Context: an optimization exercise on an open-source flow, tuned for small area, a short achievable clock period and few clock cycles per item. The choices shown serve that exercise and are no tape-out recipe. Function was checked by simulation only, so behaviour that the tests miss may differ from the original.

## design/flow/design.v

```verilog
`default_nettype none
package rau_pkg;
   localparam int FIELD_W = 32;
   localparam int DEN_W   = 31;
   localparam int MODE_W  = 3;
   localparam int STAT_W  = 2;
   localparam logic [MODE_W-1:0] MODE_ADD = 3'd0;
   localparam logic [MODE_W-1:0] MODE_SUB = 3'd1;
   localparam logic [MODE_W-1:0] MODE_MUL = 3'd2;
   localparam logic [MODE_W-1:0] MODE_DIV = 3'd3;
   localparam logic [STAT_W-1:0] ST_OK   = 2'd0;
   localparam logic [STAT_W-1:0] ST_ZDEN = 2'd1;
   localparam logic [STAT_W-1:0] ST_DIVZ = 2'd2;
   localparam logic [STAT_W-1:0] ST_OVF  = 2'd3;
endpackage
`default_nettype wire
`default_nettype none
module rau_reduce #(
   parameter int PW = 64
) (
   input  wire logic          clock,
   input  wire logic          reset,
   input  wire logic          start,
   input  wire logic [PW-1:0] num,
   input  wire logic [PW-1:0] den,
   output logic               done,
   output logic [PW-1:0]      q_num,
   output logic [PW-1:0]      q_den
);
   localparam int CW = $clog2(PW);
   typedef enum logic [4:0] {
      R_IDLE = 5'b00001,
      R_GCD  = 5'b00010,
      R_DIVN = 5'b00100,
      R_DIVD = 5'b01000,
      R_DONE = 5'b10000
   } red_state_type;
   red_state_type state_ff, state_in;
   logic [PW-1:0] x_ff, x_in, y_ff, y_in;
   logic [PW-1:0] n_ff, n_in, d_ff, d_in;
   logic [PW-1:0] rem_ff, rem_in, quo_ff, quo_in;
   logic [CW-1:0] cnt_ff, cnt_in;
   logic [PW:0]   sub_a;
   logic [PW-1:0] sub_b;
   logic [PW+1:0] diff;
   logic          borrow;
   logic [PW-1:0] quo_shift;
   always_comb begin
      case (state_ff)
         R_GCD: begin
            sub_a = {1'b0, x_ff};
            sub_b = y_ff;
         end
         default: begin
            sub_a = {rem_ff, quo_ff[PW-1]};
            sub_b = x_ff;
         end
      endcase
      diff      = {1'b0, sub_a} - {2'b00, sub_b};
      borrow    = diff[PW+1];
      quo_shift = {quo_ff[PW-2:0], ~borrow};
   end
   always_comb begin
      state_in = state_ff;
      x_in     = x_ff;
      y_in     = y_ff;
      n_in     = n_ff;
      d_in     = d_ff;
      rem_in   = rem_ff;
      quo_in   = quo_ff;
      cnt_in   = cnt_ff;
      case (state_ff)
         R_IDLE: begin
            if (start) begin
               x_in     = num;
               y_in     = den;
               n_in     = num;
               d_in     = den;
               state_in = R_GCD;
            end
         end
         R_GCD: begin
            if (y_ff == '0) begin
               quo_in   = n_ff;
               rem_in   = '0;
               cnt_in   = '0;
               state_in = R_DIVN;
            end else if (!x_ff[0] && !y_ff[0]) begin
               x_in = x_ff >> 1;
               y_in = y_ff >> 1;
               n_in = n_ff >> 1;
               d_in = d_ff >> 1;
            end else if (!x_ff[0]) begin
               x_in = x_ff >> 1;
            end else if (!y_ff[0]) begin
               y_in = y_ff >> 1;
            end else if (borrow) begin
               y_in = '0 - diff[PW-1:0];
            end else begin
               x_in = y_ff;
               y_in = diff[PW-1:0];
            end
         end
         R_DIVN, R_DIVD: begin
            rem_in = borrow ? sub_a[PW-1:0] : diff[PW-1:0];
            quo_in = quo_shift;
            cnt_in = cnt_ff + 1'b1;
            if (cnt_ff == CW'(PW - 1)) begin
               rem_in = '0;
               cnt_in = '0;
               if (state_ff == R_DIVN) begin
                  n_in     = quo_shift;
                  quo_in   = d_ff;
                  state_in = R_DIVD;
               end else begin
                  d_in     = quo_shift;
                  state_in = R_DONE;
               end
            end
         end
         R_DONE: begin
            state_in = R_IDLE;
         end
         default: begin
            state_in = R_IDLE;
         end
      endcase
   end
   always_ff @(posedge clock) begin
      if (reset) begin
         state_ff <= R_IDLE;
      end else begin
         state_ff <= state_in;
      end
      x_ff   <= x_in;
      y_ff   <= y_in;
      n_ff   <= n_in;
      d_ff   <= d_in;
      rem_ff <= rem_in;
      quo_ff <= quo_in;
      cnt_ff <= cnt_in;
   end
   assign done  = (state_ff == R_DONE);
   assign q_num = n_ff;
   assign q_den = d_ff;
endmodule
`default_nettype wire
`default_nettype none
module rational_arithmetic_unit_core #(
   parameter int OPERAND_WIDTH = 32
) (
   input  wire logic         clock,
   input  wire logic         reset,
   input  wire logic         req_tvalid,
   output logic              req_tready,
   input  wire logic [127:0] req_tdata,    
   input  wire logic [2:0]   req_tuser,    
   output logic              rsp_tvalid,
   input  wire logic         rsp_tready,
   output logic [63:0]       rsp_tdata,    
   output logic [1:0]        rsp_tuser     
);
   localparam int W  = OPERAND_WIDTH;
   localparam int PW = 2 * OPERAND_WIDTH;
   localparam logic [PW-1:0] LIM = {{(PW-1){1'b0}}, 1'b1} << (W - 1);
   typedef enum logic [6:0] {
      S_IDLE    = 7'b0000001,
      S_PROD_P  = 7'b0000010,
      S_PROD_Q  = 7'b0000100,
      S_PROD_D  = 7'b0001000,
      S_COMBINE = 7'b0010000,
      S_REDUCE  = 7'b0100000,
      S_OUT     = 7'b1000000
   } core_state_type;
   function automatic logic [W:0] split_fn(input logic [rau_pkg::FIELD_W-1:0] raw);
      logic [W-1:0] v;
      begin
         v        = raw[W-1:0];
         split_fn = {v[W-1], v[W-1] ? (~v + 1'b1) : v};
      end
   endfunction
   core_state_type state_ff, state_in;
   logic [rau_pkg::MODE_W-1:0] mode_ff, mode_in;
   logic an_ff, an_in, ad_ff, ad_in, bn_ff, bn_in, bd_ff, bd_in;
   logic [W-1:0] anm_ff, anm_in, adm_ff, adm_in, bnm_ff, bnm_in, bdm_ff, bdm_in;
   logic [PW-1:0] p_ff, p_in, q_ff, q_in, dm_ff, dm_in;
   logic neg_ff, neg_in;
   logic [rau_pkg::FIELD_W-1:0] fin_num_ff, fin_num_in, rsp_num_ff, rsp_num_in;
   logic [rau_pkg::DEN_W-1:0]   fin_den_ff, fin_den_in, rsp_den_ff, rsp_den_in;
   logic [rau_pkg::STAT_W-1:0]  fin_st_ff, fin_st_in, rsp_st_ff, rsp_st_in;
   logic rsp_valid_ff, rsp_valid_in;
   logic in_an, in_ad, in_bn, in_bd;
   logic [W-1:0] in_anm, in_adm, in_bnm, in_bdm;
   logic [rau_pkg::MODE_W-1:0] in_mode;
   logic accept, out_load;
   logic is_sub, is_mul, is_div, is_addsub;
   logic [W-1:0]  mul_a, mul_b;
   logic [PW-1:0] prod;
   logic          pneg, qneg, nneg_c, dneg_c;
   logic [PW-1:0] psum;
   logic [PW:0]   pdiff;
   logic [PW-1:0] nm_c;
   logic          red_start, red_done;
   logic [PW-1:0] red_num, red_den;
   logic          ovf;
   logic [rau_pkg::FIELD_W-1:0] mag32;
   always_comb begin
      in_mode         = req_tuser;
      {in_an, in_anm} = split_fn(req_tdata[31:0]);
      {in_ad, in_adm} = split_fn(req_tdata[63:32]);
      {in_bn, in_bnm} = split_fn(req_tdata[95:64]);
      {in_bd, in_bdm} = split_fn(req_tdata[127:96]);
   end
   assign req_tready = (state_ff == S_IDLE);
   assign accept     = req_tvalid && req_tready;
   assign out_load   = (state_ff == S_OUT) && (!rsp_valid_ff || rsp_tready);
   always_comb begin
      is_sub    = (mode_ff == rau_pkg::MODE_SUB);
      is_mul    = (mode_ff == rau_pkg::MODE_MUL);
      is_div    = (mode_ff == rau_pkg::MODE_DIV);
      is_addsub = (mode_ff == rau_pkg::MODE_ADD) || is_sub;
   end
   always_comb begin
      case (state_ff)
         S_PROD_P: begin
            mul_a = anm_ff;
            mul_b = is_mul ? bnm_ff : bdm_ff;
         end
         S_PROD_Q: begin
            mul_a = bnm_ff;
            mul_b = adm_ff;
         end
         default: begin
            mul_a = adm_ff;
            mul_b = is_div ? bnm_ff : bdm_ff;
         end
      endcase
      prod = {{W{1'b0}}, mul_a} * {{W{1'b0}}, mul_b};
   end
   always_comb begin
      pneg  = an_ff ^ bd_ff;
      qneg  = bn_ff ^ ad_ff ^ is_sub;
      psum  = p_ff + q_ff;
      pdiff = {1'b0, p_ff} - {1'b0, q_ff};
      if (is_addsub) begin
         dneg_c = ad_ff ^ bd_ff;
         if (pneg == qneg) begin
            nm_c   = psum;
            nneg_c = pneg;
         end else if (!pdiff[PW]) begin
            nm_c   = pdiff[PW-1:0];
            nneg_c = pneg;
         end else begin
            nm_c   = '0 - pdiff[PW-1:0];
            nneg_c = qneg;
         end
      end else if (is_mul) begin
         nm_c   = p_ff;
         nneg_c = an_ff ^ bn_ff;
         dneg_c = ad_ff ^ bd_ff;
      end else if (is_div) begin
         nm_c   = p_ff;
         nneg_c = an_ff ^ bd_ff;
         dneg_c = ad_ff ^ bn_ff;
      end else begin
         nm_c   = p_ff;
         nneg_c = an_ff;
         dneg_c = ad_ff;
      end
   end
   assign red_start = (state_ff == S_COMBINE) && (nm_c != '0);
   rau_reduce #(
      .PW(PW)
   ) u_reduce (
      .clock (clock),
      .reset (reset),
      .start (red_start),
      .num   (nm_c),
      .den   (dm_ff),
      .done  (red_done),
      .q_num (red_num),
      .q_den (red_den)
   );
   always_comb begin
      ovf   = (red_den >= LIM) || (neg_ff ? (red_num > LIM) : (red_num >= LIM));
      mag32 = rau_pkg::FIELD_W'(red_num[W-1:0]);
   end
   always_comb begin
      state_in   = state_ff;
      mode_in    = mode_ff;
      an_in      = an_ff;
      ad_in      = ad_ff;
      bn_in      = bn_ff;
      bd_in      = bd_ff;
      anm_in     = anm_ff;
      adm_in     = adm_ff;
      bnm_in     = bnm_ff;
      bdm_in     = bdm_ff;
      p_in       = p_ff;
      q_in       = q_ff;
      dm_in      = dm_ff;
      neg_in     = neg_ff;
      fin_num_in = fin_num_ff;
      fin_den_in = fin_den_ff;
      fin_st_in  = fin_st_ff;
      case (state_ff)
         S_IDLE: begin
            if (accept) begin
               mode_in    = in_mode;
               {an_in, ad_in, bn_in, bd_in} = {in_an, in_ad, in_bn, in_bd};
               {anm_in, adm_in, bnm_in, bdm_in} = {in_anm, in_adm, in_bnm, in_bdm};
               p_in       = {{W{1'b0}}, in_anm};
               dm_in      = {{W{1'b0}}, in_adm};
               fin_num_in = '0;
               fin_den_in = rau_pkg::DEN_W'(1);
               if (in_adm == '0 || (in_mode <= rau_pkg::MODE_DIV && in_bdm == '0)) begin
                  fin_st_in = rau_pkg::ST_ZDEN;
                  state_in  = S_OUT;
               end else if (in_mode == rau_pkg::MODE_DIV && in_bnm == '0) begin
                  fin_st_in = rau_pkg::ST_DIVZ;
                  state_in  = S_OUT;
               end else if (in_mode > rau_pkg::MODE_DIV) begin
                  state_in = S_COMBINE;
               end else begin
                  state_in = S_PROD_P;
               end
            end
         end
         S_PROD_P: begin
            p_in     = prod;
            state_in = is_addsub ? S_PROD_Q : S_PROD_D;
         end
         S_PROD_Q: begin
            q_in     = prod;
            state_in = S_PROD_D;
         end
         S_PROD_D: begin
            dm_in    = prod;
            state_in = S_COMBINE;
         end
         S_COMBINE: begin
            neg_in = nneg_c ^ dneg_c;
            if (nm_c == '0) begin
               fin_num_in = '0;
               fin_den_in = rau_pkg::DEN_W'(1);
               fin_st_in  = rau_pkg::ST_OK;
               state_in   = S_OUT;
            end else begin
               state_in = S_REDUCE;
            end
         end
         S_REDUCE: begin
            if (red_done) begin
               if (ovf) begin
                  fin_num_in = '0;
                  fin_den_in = rau_pkg::DEN_W'(1);
                  fin_st_in  = rau_pkg::ST_OVF;
               end else begin
                  fin_num_in = neg_ff ? ('0 - mag32) : mag32;
                  fin_den_in = rau_pkg::DEN_W'(red_den[W-2:0]);
                  fin_st_in  = rau_pkg::ST_OK;
               end
               state_in = S_OUT;
            end
         end
         S_OUT: begin
            if (out_load) begin
               state_in = S_IDLE;
            end
         end
         default: begin
            state_in = S_IDLE;
         end
      endcase
   end
   always_comb begin
      rsp_valid_in = rsp_valid_ff;
      rsp_num_in   = rsp_num_ff;
      rsp_den_in   = rsp_den_ff;
      rsp_st_in    = rsp_st_ff;
      if (out_load) begin
         rsp_valid_in = 1'b1;
         rsp_num_in   = fin_num_ff;
         rsp_den_in   = fin_den_ff;
         rsp_st_in    = fin_st_ff;
      end else if (rsp_tready) begin
         rsp_valid_in = 1'b0;
      end
   end
   always_ff @(posedge clock) begin
      if (reset) begin
         state_ff     <= S_IDLE;
         rsp_valid_ff <= 1'b0;
      end else begin
         state_ff     <= state_in;
         rsp_valid_ff <= rsp_valid_in;
      end
      mode_ff    <= mode_in;
      an_ff      <= an_in;
      ad_ff      <= ad_in;
      bn_ff      <= bn_in;
      bd_ff      <= bd_in;
      anm_ff     <= anm_in;
      adm_ff     <= adm_in;
      bnm_ff     <= bnm_in;
      bdm_ff     <= bdm_in;
      p_ff       <= p_in;
      q_ff       <= q_in;
      dm_ff      <= dm_in;
      neg_ff     <= neg_in;
      fin_num_ff <= fin_num_in;
      fin_den_ff <= fin_den_in;
      fin_st_ff  <= fin_st_in;
      rsp_num_ff <= rsp_num_in;
      rsp_den_ff <= rsp_den_in;
      rsp_st_ff  <= rsp_st_in;
   end
   assign rsp_tvalid = rsp_valid_ff;
   assign rsp_tdata  = {1'b0, rsp_den_ff, rsp_num_ff};
   assign rsp_tuser  = rsp_st_ff;
endmodule
`default_nettype wire
```

## design/flow/run.sh

```bash
#!/bin/bash
# synth_recipe.tcl (not shown) runs the flow's synth.tcl, then flattens the netlist and writes it again
# the make line also repeats each setting of config.mk as NAME=value (left out here)
make -C /OpenROAD-flow-scripts/flow DESIGN_CONFIG=/design/flow/config.mk WORK_HOME=/design/flow/orfs CLKGATE_MAP_FILE= SYNTH_SCRIPT=/design/flow/synth_recipe.tcl finish
```

## design/flow/constraint.sdc

```tcl
create_clock -name core_clock -period 13.0 [get_ports {clock}]
set_input_delay 2.6000 -clock core_clock [delete_from_list [all_inputs] [get_ports {clock}]]
set_output_delay 2.6000 -clock core_clock [all_outputs]
set_load 0.01 [all_outputs]
```

## design/flow/config.mk

```make
export PLATFORM = sky130hd
export DESIGN_NAME = rational_arithmetic_unit_core
export DESIGN_NICKNAME = rational_arithmetic_unit_core
export VERILOG_FILES = /design/flow/design.v
export SDC_FILE = /design/flow/constraint.sdc
export NUM_CORES = 4
export LEC_CHECK = 0
export CAP_MARGIN = 20
export CORE_MARGIN = 2
export CORE_UTILIZATION = 40
export SLEW_MARGIN = 20
```

==> results.rst <==
.. list-table::
   :header-rows: 1

   * - Metric
     - Value
   * - Outcome
     - timing/DRC/antenna clean
   * - HPWL Detailed
     - 281000 um
   * - Asr flop ratio synth
     - 0%
   * - Global router's overall resource usage
     - roughly 31%
   * - Root Buffer
     - sky130_fd_sc_hd__clkbuf_16
   * - Number of flip-flops and latches in the synthesized netlist
     - about 860
   * - Num ports
     - 203
   * - 1st-iter DRT viols
     - 9470
   * - Total wire length after detailed routing
     - about 360000 um
   * - Fraction of the yosys area taken by sequential cells
     - approximately 28%
   * - Warning count from the yosys run
     - 2
   * - Highest attainable clock frequency
     - between 0.08 and 0.09 GHz
   * - Post-layout worst setup margin
     - about 980 ps
   * - Setup repair after global routing missed its margin
     - false
   * - Count of max-cap constraint violations
     - 0
   * - Placer's final routability congestion estimate
     - between 0.9 and 1
   * - Number of sinks on the clock net
     - between 800 and 900
   * - Final Hold Slack
     - a little over 400 ps
   * - CP startpoint kind
     - flip-flop
   * - Headroom to the max-slew limit
     - roughly 7.2%
   * - Nets
     - 11.5k
   * - EDFF count, synth
     - 848
   * - Clock skew
     - approximately 120 ps
   * - Total die area
     - ~230000 um^2
   * - Required @ worst endpoint
     - approximately 13000 ps
   * - Clk buf depth
     - 3
   * - Number of cells on the worst reg-to-reg path
     - 35
   * - Slowest cell on the critical path
     - sky130_fd_sc_hd__a221o_1
   * - Total vias in the final route
     - 78.2k
   * - Port buffer count
     - between 200 and 250
   * - Core box area
     - ~230000 um^2
   * - Net Count, Synth
     - 11.6k
   * - Most common cell after layout, fill and taps aside
     - sky130_fd_sc_hd__nand2_1
   * - H-tree lvl count
     - 3
   * - Via count of the first global-routing pass
     - around 78k
   * - Worst min path class
     - reg2reg
   * - Cell repeated most along the worst path
     - sky130_fd_sc_hd__fa_1
   * - Summed negative setup slack over all endpoints
     - 0 ps
   * - Number of instances on the worst hold path
     - 0
   * - Clock slew seen by the registers of the worst setup and hold paths
     - approximately 60 ps
   * - Number of setup buffers added after CTS
     - 0
   * - Clock period minus worst slack
     - about 12000 ps
   * - Most frequent cells in the layout
     - sky130_fd_sc_hd__nand2_1 (1339), sky130_fd_sc_hd__inv_1 (1115), sky130_fd_sc_hd__nor2_1 (1078)
   * - Number of optimization iterations in the first detailed-route pass
     - 9
   * - Post-place setup slack
     - 1220 ps
   * - Detail-routed via count per cell
     - 5.96
   * - Largest fanout of any net on the critical path
     - roughly 120
   * - Sink of the worst hold path
     - rsp_den_ff[10]$_DFFE_PP_
   * - Endpoint class of the critical path
     - flip-flop
   * - Number of failing hold endpoints at the final stage
     - 0
   * - Slew of the pin with the lowest slew margin
     - between 1000 and 1500 ps
   * - Aggregate global routing overflow
     - 0
   * - Chip height
     - 481 um
   * - Total of endpoints with negative setup slack in the final report
     - 0
   * - DRC violation count after routing
     - 0
   * - Slew Limit Fails
     - 0
   * - Antenna Nets Post-Route
     - 0
   * - Start point of the worst hold path
     - fin_den_ff[10]$_SDFFCE_PP0P_
   * - Kind of critical path
     - reg2reg
   * - Mapped Area
     - roughly 91000 um^2
   * - Share of the clock period used by the worst path
     - just over 90%
   * - Horiz. Die Dim
     - 481 um
   * - Gates resized, CTS repair
     - 0
   * - Cell count after synthesis
     - 10.1k
   * - Top_reg_cell synth
     - sky130_fd_sc_hd__edfxtp_1
   * - Number of buffers added to fix hold violations after cts
     - 0
   * - Worst-skew pair later-pin latency
     - around 760 ps
   * - Reg-to-reg setup timing slack
     - between 900 and 1000 ps
   * - CTS tree
     - yes
   * - Row count
     - 174
   * - Initial Util
     - 40.3%
   * - Average cell area after synthesis
     - 9.00 um^2
   * - Layout cell share with drive strength beyond 1
     - roughly 5.5%
   * - Beginning of the worst register-to-register path
     - state_ff[3]$_SDFFE_PP0P_
   * - Pin count of the biggest net entering global routing
     - 166
   * - Count of unique library cells instantiated by Yosys
     - between 80 and 90
   * - Relative area change from synthesis to final layout
     - 10.2%
   * - Delay contributed by the slowest stage of the critical path
     - approximately 670 ps
   * - Number of antenna violations at the first check in global routing
     - 14
   * - Data arrival at the endpoint of the critical path
     - 12400 ps
   * - Average routed wire per standard cell
     - around 27 um
   * - Number of buffers created by CTS
     - 95
   * - Worst flop-to-flop path endpoint
     - dm_ff[62]$_SDFFCE_PN0P_
   * - Wire length of the first global-routing pass
     - between 500000 and 600000 um
## stage by stage
step	util, %	area, um^2	cells
2_1_floorplan	-	90900	10100
6_report	44.5	100000	13100
4_1_cts	44.5	100000	13100
5_1_grt	44.5	100000	13100
3_5_place_dp	43.0	97000	12900
3_3_place_gp	43.0	96900	12900
## synthesized netlist by cell type, types with 144 or more instances
master	n	area share, %
sky130_fd_sc_hd__clkbuf_1	516	2.1
sky130_fd_sc_hd__nand2_1	1344	5.6
sky130_fd_sc_hd__inv_1	1116	4.6
sky130_fd_sc_hd__ha_1	462	6.4
sky130_fd_sc_hd__xor2_1	144	1.4
sky130_fd_sc_hd__o21ai_0	511	2.8
sky130_fd_sc_hd__mux2i_1	168	1.9
sky130_fd_sc_hd__xnor2_1	304	2.9
sky130_fd_sc_hd__fa_1	899	20
sky130_fd_sc_hd__a21oi_1	597	3.3
sky130_fd_sc_hd__nor2_1	1082	4.5
sky130_fd_sc_hd__edfxtp_1	848	28
## area by class of cell
type | count | area, um^2
Antenna cell | 9 | 22.5
Clock buffer | 115 | 2450
Clock inverter | 60 | 754
Fill cell | 21900 | 125000
Inverter | 1117 | 4200
Multi-Input combinational cell | 7549 | 59500
Sequential cell | 861 | 25700
Tap cell | 2992 | 3740
Timing Repair Buffer | 424 | 3740
## flip-flops by register name, summed over array words and instances, names as in the netlist, 5 cells and up
signal / flops
adm_ff: 32
fin_num_ff: 32
u_reduce.cnt_ff: 6
p_ff: 64
u_reduce.d_ff: 64
bnm_ff: 32
u_reduce.quo_ff: 64
dm_ff: 64
u_reduce.n_ff: 64
u_reduce.rem_ff: 64
u_reduce.y_ff: 64
state_ff: 7
anm_ff: 32
rsp_den_ff: 31
u_reduce.state_ff: 5
u_reduce.x_ff: 64
bdm_ff: 32
fin_den_ff: 31
rsp_num_ff: 32
q_ff: 64
## worst max path at each step
stage	from	to	slack, ps	depth (start not counted)
floorplan	state_ff[0]$_SDFFE_PP1P_	dm_ff[62]$_SDFFCE_PN0P_	1010	37
global placement	state_ff[3]$_SDFFE_PP0P_	dm_ff[62]$_SDFFCE_PN0P_	1100	36
detailed placement	state_ff[3]$_SDFFE_PP0P_	dm_ff[62]$_SDFFCE_PN0P_	1220	37
CTS	state_ff[3]$_SDFFE_PP0P_	dm_ff[62]$_SDFFCE_PN0P_	1100	37
global route	state_ff[3]$_SDFFE_PP0P_	dm_ff[62]$_SDFFCE_PN0P_	340	37
finish	state_ff[3]$_SDFFE_PP0P_	dm_ff[62]$_SDFFCE_PN0P_	980	35
## layer usage
metal | up-vias | global-route usage, % | part of all wire [%]
met5 | - | 0 | 0.0059
met4 | 4 | 13.4 | 5.1
met3 | 707 | 4.76 | 8.4
met2 | 3933 | 47.9 | 45
met1 | 39000 | 41.7 | 42
li1 | 34500 | - | -
## worst max-delay path, delay by kind of cell (launching register included)
family                   cells  cell delay, ps
XOR/XNOR                     1             280
AO/OA/AOI/OAI               14            4500
buffers and inverters        5            1030
flip-flops                   1             350
adder cells (fa/ha/maj)      9            4060
AND/OR/NAND/NOR              6            1310
## kinds of logic (layout without fill, tap and decap cells)
logic type,count (synthesis),count (layout),synth area share (%)
muxes,187,187,2.09
other,1,10,0.00413
xor gates and xnor gates,448,448,4.32
and+or+nand+nor,3407,3407,16.8
AOI/OAI and AO/OA,2145,2145,15.4
adders and majority gates,1361,1361,26.2
buffers and inverters,1686,1716,6.98
DFF,861,861,28.3
Testbench counts, summed over its fixed seeds: cycles 450,780, items 2,400.

==> what the ideal ports hide <==
In the flow no input, the clock included, has a driving cell. The finished layout below was timed again as built, in two steps. Step 1 assumes that a clkbuf_16 drives the clock port and a buf_2 every other input. Step 2, shift: input delay + t, output delay - t, t = (earliest + latest rising clock arrival at the registers) / 2. This alone moves slack from input paths to output paths. Slacks: no drivers / after step 1 / after step 2; pairs: no drivers / after step 1.
t (ns): 0.791
setup WS [ns]: 0.979 / 0.979 / 0.979
clock arrival spread, ns: 0.116 / 0.115
worst register clock-pin slew, ns: 0.11 / 0.11
After both steps this run still meets setup and hold. The setup slack of this run moves by 0.000 ns with the drivers and by 0.000 ns with both steps.
